Background: an optimization exercise with open tools, aiming at small area and few clock cycles per item. Do not read the settings as production practice.
Where RTL was checked, it was by simulation tests only, not by an equivalence proof against the original.

==> module hsv_adjust_pipe, before the edit <==
module hsv_adjust_pipe #(
  parameter int          HW      = 25,
  parameter int          SW      = 18,
  parameter int          FRAC    = 16,
  parameter int unsigned HUE_MAX = 360 << FRAC
) (
  input  logic                 CLK,
  input  logic                 RST_N,
  input  logic                 IN_VALID,
  output logic                 IN_READY,
  input  logic                 IN_SOF,
  input  logic [HW-1:0]        H,
  input  logic [SW-1:0]        S,
  input  logic [SW-1:0]        V,
  input  logic                 CNTL_WR,
  input  logic signed [HW:0]   CNTL_HUE,
  input  logic signed [SW-1:0] CNTL_SAT,
  input  logic signed [SW-1:0] CNTL_VAL,
  input  logic                 CNTL_BYP,
  output logic                 OUT_VALID,
  input  logic                 OUT_READY,
  output logic                 OUT_SOF,
  output logic [HW-1:0]        HO,
  output logic [SW-1:0]        SO,
  output logic [SW-1:0]        VO
);
  localparam logic [HW:0]   HMAX    = HUE_MAX[HW:0];
  localparam int unsigned   HLAST_I = HUE_MAX - 1;
  localparam logic [HW-1:0] HLAST   = HLAST_I[HW-1:0];
  typedef struct packed {
    logic [HW-1:0] hue;
    logic [SW-1:0] sat;
    logic [SW-1:0] val;
    logic          byp;
  } cntl_t;
  logic  accept, take, pend_flag;
  logic  [HW:0] hue_norm;
  cntl_t wr_set, pend, pend_nx, act;
  assign IN_READY = ~OUT_VALID | OUT_READY;
  assign accept   = IN_VALID & IN_READY;
  assign take     = accept & IN_SOF & (pend_flag | CNTL_WR);
  always_comb begin
    hue_norm = CNTL_HUE;
    if (CNTL_HUE[HW])
      hue_norm = CNTL_HUE + HMAX;
    wr_set  = {hue_norm[HW-1:0], CNTL_SAT, CNTL_VAL, CNTL_BYP};
    pend_nx = CNTL_WR ? wr_set : pend;
  end
  always_ff @(posedge CLK)
    pend <= pend_nx;
  always_ff @(posedge CLK)
    if (take)
      act <= pend_nx;
  logic zero, byp;
  always_ff @(posedge CLK or negedge RST_N) begin
    if (!RST_N) begin
      zero      <= 1'b1;
      byp       <= 1'b0;
      pend_flag <= 1'b0;
    end else begin
      if (take) begin
        zero      <= pend_nx.byp;
        byp       <= pend_nx.byp;
        pend_flag <= 1'b0;
      end else if (CNTL_WR) begin
        pend_flag <= 1'b1;
      end
    end
  end
  logic          b_sof;
  logic [HW-1:0] b_h;
  logic [SW-1:0] b_s, b_v;
  always_ff @(posedge CLK or negedge RST_N) begin
    if (!RST_N)
      OUT_VALID <= 1'b0;
    else if (IN_READY)
      OUT_VALID <= IN_VALID;
  end
  always_ff @(posedge CLK) begin
    if (IN_READY) begin
      b_sof <= IN_SOF;
      b_h   <= H;
      b_s   <= S;
      b_v   <= V;
    end
  end
  hsv_adjust_gain u_sg (.x(b_s), .g(act.sat), .z(zero), .byp(byp), .y(SO));
  hsv_adjust_gain u_vg (.x(b_v), .g(act.val), .z(zero), .byp(byp), .y(VO));
  logic [HW-1:0] off;
  assign off     = act.hue & {HW{~zero}};
  assign OUT_SOF = b_sof;
  hsv_adjust_hue u_hue (.h(b_h), .off(off), .byp(byp), .y(HO));
endmodule
Settings: LEC_CHECK=0, CAP_MARGIN=20, CORE_MARGIN=2, CORE_UTILIZATION=40, SLEW_MARGIN=20, SYNTH_HIERARCHICAL=1, SYNTH_MINIMUM_KEEP_SIZE=0; clock period 10.0 ns.
standard.sh (not shown) runs the stock make flow with config.mk's settings and CLKGATE_MAP_FILE= SYNTH_SCRIPT=/design/flow/synth_recipe.tcl, a recipe that flattens the netlist after the stock synthesis.
==> flow/flow/run.sh <==
#!/bin/bash
# Standard ORFS layout, with the port buffers made from the smallest buffer
# (every input and output port still gets its own buffer).
set -o pipefail
export BUFFER_PORTS_ARGS="-buffer_cell sky130_fd_sc_hd__buf_1"
bash standard.sh synth > synth.log 2>&1 || exit 1
bash standard.sh finish > layout.log 2>&1 || exit 1
Testbench counts at the start, summed over its fixed seeds: cycles 16,008, items 16,000.
Edit:
--- a/flow/design.v
+++ b/flow/design.v
@@ -43,7 +43,8 @@
     hue_norm = CNTL_HUE;
     if (CNTL_HUE[HW])
       hue_norm = CNTL_HUE + HMAX;
-    wr_set  = {hue_norm[HW-1:0], CNTL_SAT, CNTL_VAL, CNTL_BYP};
+    wr_set  = {hue_norm[HW-1:0] & {HW{~CNTL_BYP}}, CNTL_SAT & {SW{~CNTL_BYP}},
+               CNTL_VAL & {SW{~CNTL_BYP}}, CNTL_BYP};
     pend_nx = CNTL_WR ? wr_set : pend;
   end
   always_ff @(posedge CLK)
@@ -59,7 +60,7 @@
       pend_flag <= 1'b0;
     end else begin
       if (take) begin
-        zero      <= pend_nx.byp;
+        zero      <= 1'b0;
         byp       <= pend_nx.byp;
         pend_flag <= 1'b0;
       end else if (CNTL_WR) begin
Routed wire length rises slightly.
Design area stays flat.
Worst hold slack improved by 0.0088 ns.
Clock-buffer cell count goes down by 2.
Clock skew falls by 0.0038 ns.
First-iteration DRC count goes up by a few percent.
Setup slack improves by 0.011 ns.
Sequential cell count is unchanged.
Testbench counts after the change, summed over its fixed seeds: cycles 16,008, items 16,000.

## rev 12
Another version of the RTL of hsv_adjust_pipe (not shown whole).
Size in the first run: about 2,000 cells after synthesis, roughly 190 I/O pins.
Design hsv_adjust_pipe, start of the top module:
module hsv_adjust_pipe #(
  parameter int          HW      = 25,
  parameter int          SW      = 18,
  parameter int          FRAC    = 16,
  parameter int unsigned HUE_MAX = 360 << FRAC
) (
  input  logic                 CLK,
  input  logic                 RST_N,
  input  logic                 IN_VALID,
  output logic                 IN_READY,
  input  logic                 IN_SOF,
  input  logic [HW-1:0]        H,
  input  logic [SW-1:0]        S,
  input  logic [SW-1:0]        V,
  input  logic                 CNTL_WR,
  input  logic signed [HW:0]   CNTL_HUE,
  input  logic signed [SW-1:0] CNTL_SAT,
  input  logic signed [SW-1:0] CNTL_VAL,
  input  logic                 CNTL_BYP,
  output logic                 OUT_VALID,
  input  logic                 OUT_READY,
  output logic                 OUT_SOF,
  output logic [HW-1:0]        HO,
  output logic [SW-1:0]        SO,
  output logic [SW-1:0]        VO
);
  localparam logic [HW:0]   HMAX    = HUE_MAX[HW:0];
  localparam int unsigned   HLAST_I = HUE_MAX - 1;
  localparam logic [HW-1:0] HLAST   = HLAST_I[HW-1:0];
  typedef struct packed {
    logic [HW-1:0] hue;
    logic [SW-1:0] sat;
    logic [SW-1:0] val;
    logic          byp;
  } cntl_t;
  logic  accept, take, pend_flag, zero, byp;
  logic  [HW:0] hue_norm;
  cntl_t wr_set, pend, pend_nx, act;
  assign IN_READY = ~OUT_VALID | OUT_READY;
  assign accept   = IN_VALID & IN_READY;
  assign take     = accept & IN_SOF & (pend_flag | CNTL_WR);
  always_comb begin
    hue_norm = CNTL_HUE;
    if (CNTL_HUE[HW])
      hue_norm = CNTL_HUE + HMAX;
    wr_set  = {hue_norm[HW-1:0] & {HW{~CNTL_BYP}}, CNTL_SAT & {SW{~CNTL_BYP}},
  ...
clock: 10.0 ns
lec_check: 0
cap_margin: 20
core_margin: 2
core_utilization: 45
slew_margin: 20
synth_hierarchical: 1
synth_minimum_keep_size: 0
Scripts as last shown in full above: flow/flow/run.sh
Relative to rev 12, the following input files were edited for rev 13:
--- a/flow/design.v
+++ b/flow/design.v
@@ -26,39 +26,40 @@
 );
   localparam logic [HW:0]   HMAX    = HUE_MAX[HW:0];
   localparam int unsigned   HLAST_I = HUE_MAX - 1;
   localparam logic [HW-1:0] HLAST   = HLAST_I[HW-1:0];
   typedef struct packed {
     logic [HW-1:0] hue;
     logic [SW-1:0] sat;
     logic [SW-1:0] val;
     logic          byp;
   } cntl_t;
-  logic  accept, take, pend_flag, zero, byp;
+  logic  accept, take, pend_flag;
   logic  [HW:0] hue_norm;
   cntl_t wr_set, pend, pend_nx, act;
   assign IN_READY = ~OUT_VALID | OUT_READY;
   assign accept   = IN_VALID & IN_READY;
   assign take     = accept & IN_SOF & (pend_flag | CNTL_WR);
   always_comb begin
     hue_norm = CNTL_HUE;
     if (CNTL_HUE[HW])
       hue_norm = CNTL_HUE + HMAX;
     wr_set  = {hue_norm[HW-1:0] & {HW{~CNTL_BYP}}, CNTL_SAT & {SW{~CNTL_BYP}},
                CNTL_VAL & {SW{~CNTL_BYP}}, CNTL_BYP};
     pend_nx = CNTL_WR ? wr_set : pend;
   end
   always_ff @(posedge CLK)
     pend <= pend_nx;
   always_ff @(posedge CLK)
-    if (take || zero)
-      act <= take ? pend_nx : '0;
+    if (take)
+      act <= pend_nx;
+  logic zero, byp;
   always_ff @(posedge CLK or negedge RST_N) begin
     if (!RST_N) begin
       zero      <= 1'b1;
       byp       <= 1'b0;
       pend_flag <= 1'b0;
     end else begin
       if (take) begin
         zero      <= 1'b0;
         byp       <= pend_nx.byp;
         pend_flag <= 1'b0;
@@ -77,24 +78,24 @@
       OUT_VALID <= IN_VALID;
   end
   always_ff @(posedge CLK) begin
     if (IN_READY) begin
       b_sof <= IN_SOF;
       b_h   <= H;
       b_s   <= S;
       b_v   <= V;
     end
   end
-  hsv_adjust_gain u_sg (.x(b_s), .g(act.sat), .byp(byp), .y(SO));
-  hsv_adjust_gain u_vg (.x(b_v), .g(act.val), .byp(byp), .y(VO));
+  hsv_adjust_gain u_sg (.x(b_s), .g(act.sat), .z(zero), .byp(byp), .y(SO));
+  hsv_adjust_gain u_vg (.x(b_v), .g(act.val), .z(zero), .byp(byp), .y(VO));
   logic [HW-1:0] off;
-  assign off     = act.hue;
+  assign off     = act.hue & {HW{~zero}};
   assign OUT_SOF = b_sof;
   hsv_adjust_hue u_hue (.h(b_h), .off(off), .byp(byp), .y(HO));
 endmodule
 module hsv_adjust_hue (
   input  logic [24:0] h,
   input  logic [24:0] off,
   input  logic        byp,
   output logic [24:0] y
 );
   logic clamp, c19;
@@ -257,20 +258,21 @@
   assign y[18:0] = {hs89, hs88, hs87, hs86, hs85, hs84, hs83, hs82, hs81, hs80, hs79, hs15, hs13, hs11, hs9, hs7, hs5, hs3, hs1};
   assign t0 = {1'b0, hc_hi} + {1'b0, off[24:19]} + {6'd0, c19};
   assign r0 = (~byp & (t0 >= 7'd45)) ? 6'(t0 - 7'd45) : t0[5:0];
   assign t1 = '0;
   assign r1 = '0;
   assign y[24:19] = r0;
 endmodule
 module hsv_adjust_gain (
   input  logic [17:0] x,
   input  logic [17:0] g,
+  input  logic        z,      
   input  logic        byp,    
   output logic [17:0] y
 );
   logic [15:0] ge;
   logic m16, m17, neg, ovf, kill;
   logic [15:0] sn;
   logic pp1;
   logic pp2;
   logic pp3;
   logic pp4;
@@ -1119,24 +1121,24 @@
   logic sum847;
   logic sum848;
   logic sum849;
   logic sum850;
   logic sum851;
   logic sum852;
   logic sum853;
   logic sum854;
   logic sum855;
   logic sum856;
-  assign ge  = g[15:0];
-  assign m16 = g[17:16] == 2'b00;
-  assign m17 = g[17:16] == 2'b01;
-  assign neg = g[17:16] == 2'b10;
+  assign ge  = g[15:0] & {16{~z}};
+  assign m16 = (g[17:16] == 2'b00) | z;
+  assign m17 = (g[17:16] == 2'b01) & ~z;
+  assign neg = (g[17:16] == 2'b10) & ~z;
   assign pp1 = ~((x[0] & ge[0]));
   assign pp2 = ~((x[0] & ge[1]));
   assign pp3 = ~((x[1] & ge[0]));
   assign pp4 = ~((x[0] & ge[2]));
   assign pp5 = ~((x[1] & ge[1]));
   assign pp6 = ~((x[2] & ge[0]));
   assign pp7 = ~((x[0] & ge[3]));
   assign pp8 = ~((x[1] & ge[2]));
   assign pp9 = ~((x[2] & ge[1]));
   assign pp10 = ~((x[3] & ge[0]));
==> run notes <==
Having completed the whole flow, rev 13 delivered a layout that passed the timing, DRC and antenna checks.
Delta (rev 13 minus rev 12): source-to-sink clock delay at the later pin of the worst-skew pair was more or less identical, area of the core went down by about 1.9%.
In the metrics for rev 13 and rev 12, the one carrying the higher number of standard cells after synthesis is rev 12.
Setup slack in rev 13 is smaller than in rev 12.
Minimum clock period after layout in rev 13 is 0.18 ns higher than in rev 12
Area: rev 13 vs rev 12 -> rev 13 smaller
The number of cells traversed by the worst register-to-register path of rev 13 exceeds that of rev 12 by 2.
Between rev 13 and rev 12, it is rev 13 whose proportion of cell area occupied by registers is higher, by 0.16 points.
Testbench counts of rev 13, summed over its fixed seeds: cycles 16,008, items 16,000.
No functional check of the RTL was part of rev 12.

what the ideal ports hide:
Ports are ideal in the flow. The routed layouts listed here were re-timed in OpenROAD. Step 1 sets driving cells, clkbuf_16 on the clock port and buf_2 on the other inputs (assumed; they add their load-dependent delay and slew). Step 2 moves the port delays by t, midway between the first and last clock arrival at a register: inputs arrive t later, outputs are due t later. That takes back most of the time a late clock gives input paths. Slacks: ideal / step 1 / step 2; pairs: ideal / step 1.
run	t, ns	setup slack, ns	hold WS [ns]	slew at the worst register clock pin (ns)	cell pins on the clock port's net
the first run of note 1	0.549	0.239 / 0.185 / 0.734	0.460 / 0.460 / 0.460	0.09 / 0.09	1
the second run of note 1	0.541	0.250 / 0.198 / 0.739	0.469 / 0.469 / 0.469	0.09 / 0.09	1
rev 12	0.538	0.442 / 0.386 / 0.923	0.458 / 0.458 / 0.458	0.10 / 0.10	1
rev 13	0.540	0.258 / 0.204 / 0.744	0.464 / 0.464 / 0.464	0.09 / 0.09	1
After both steps every run listed still meets setup and hold.
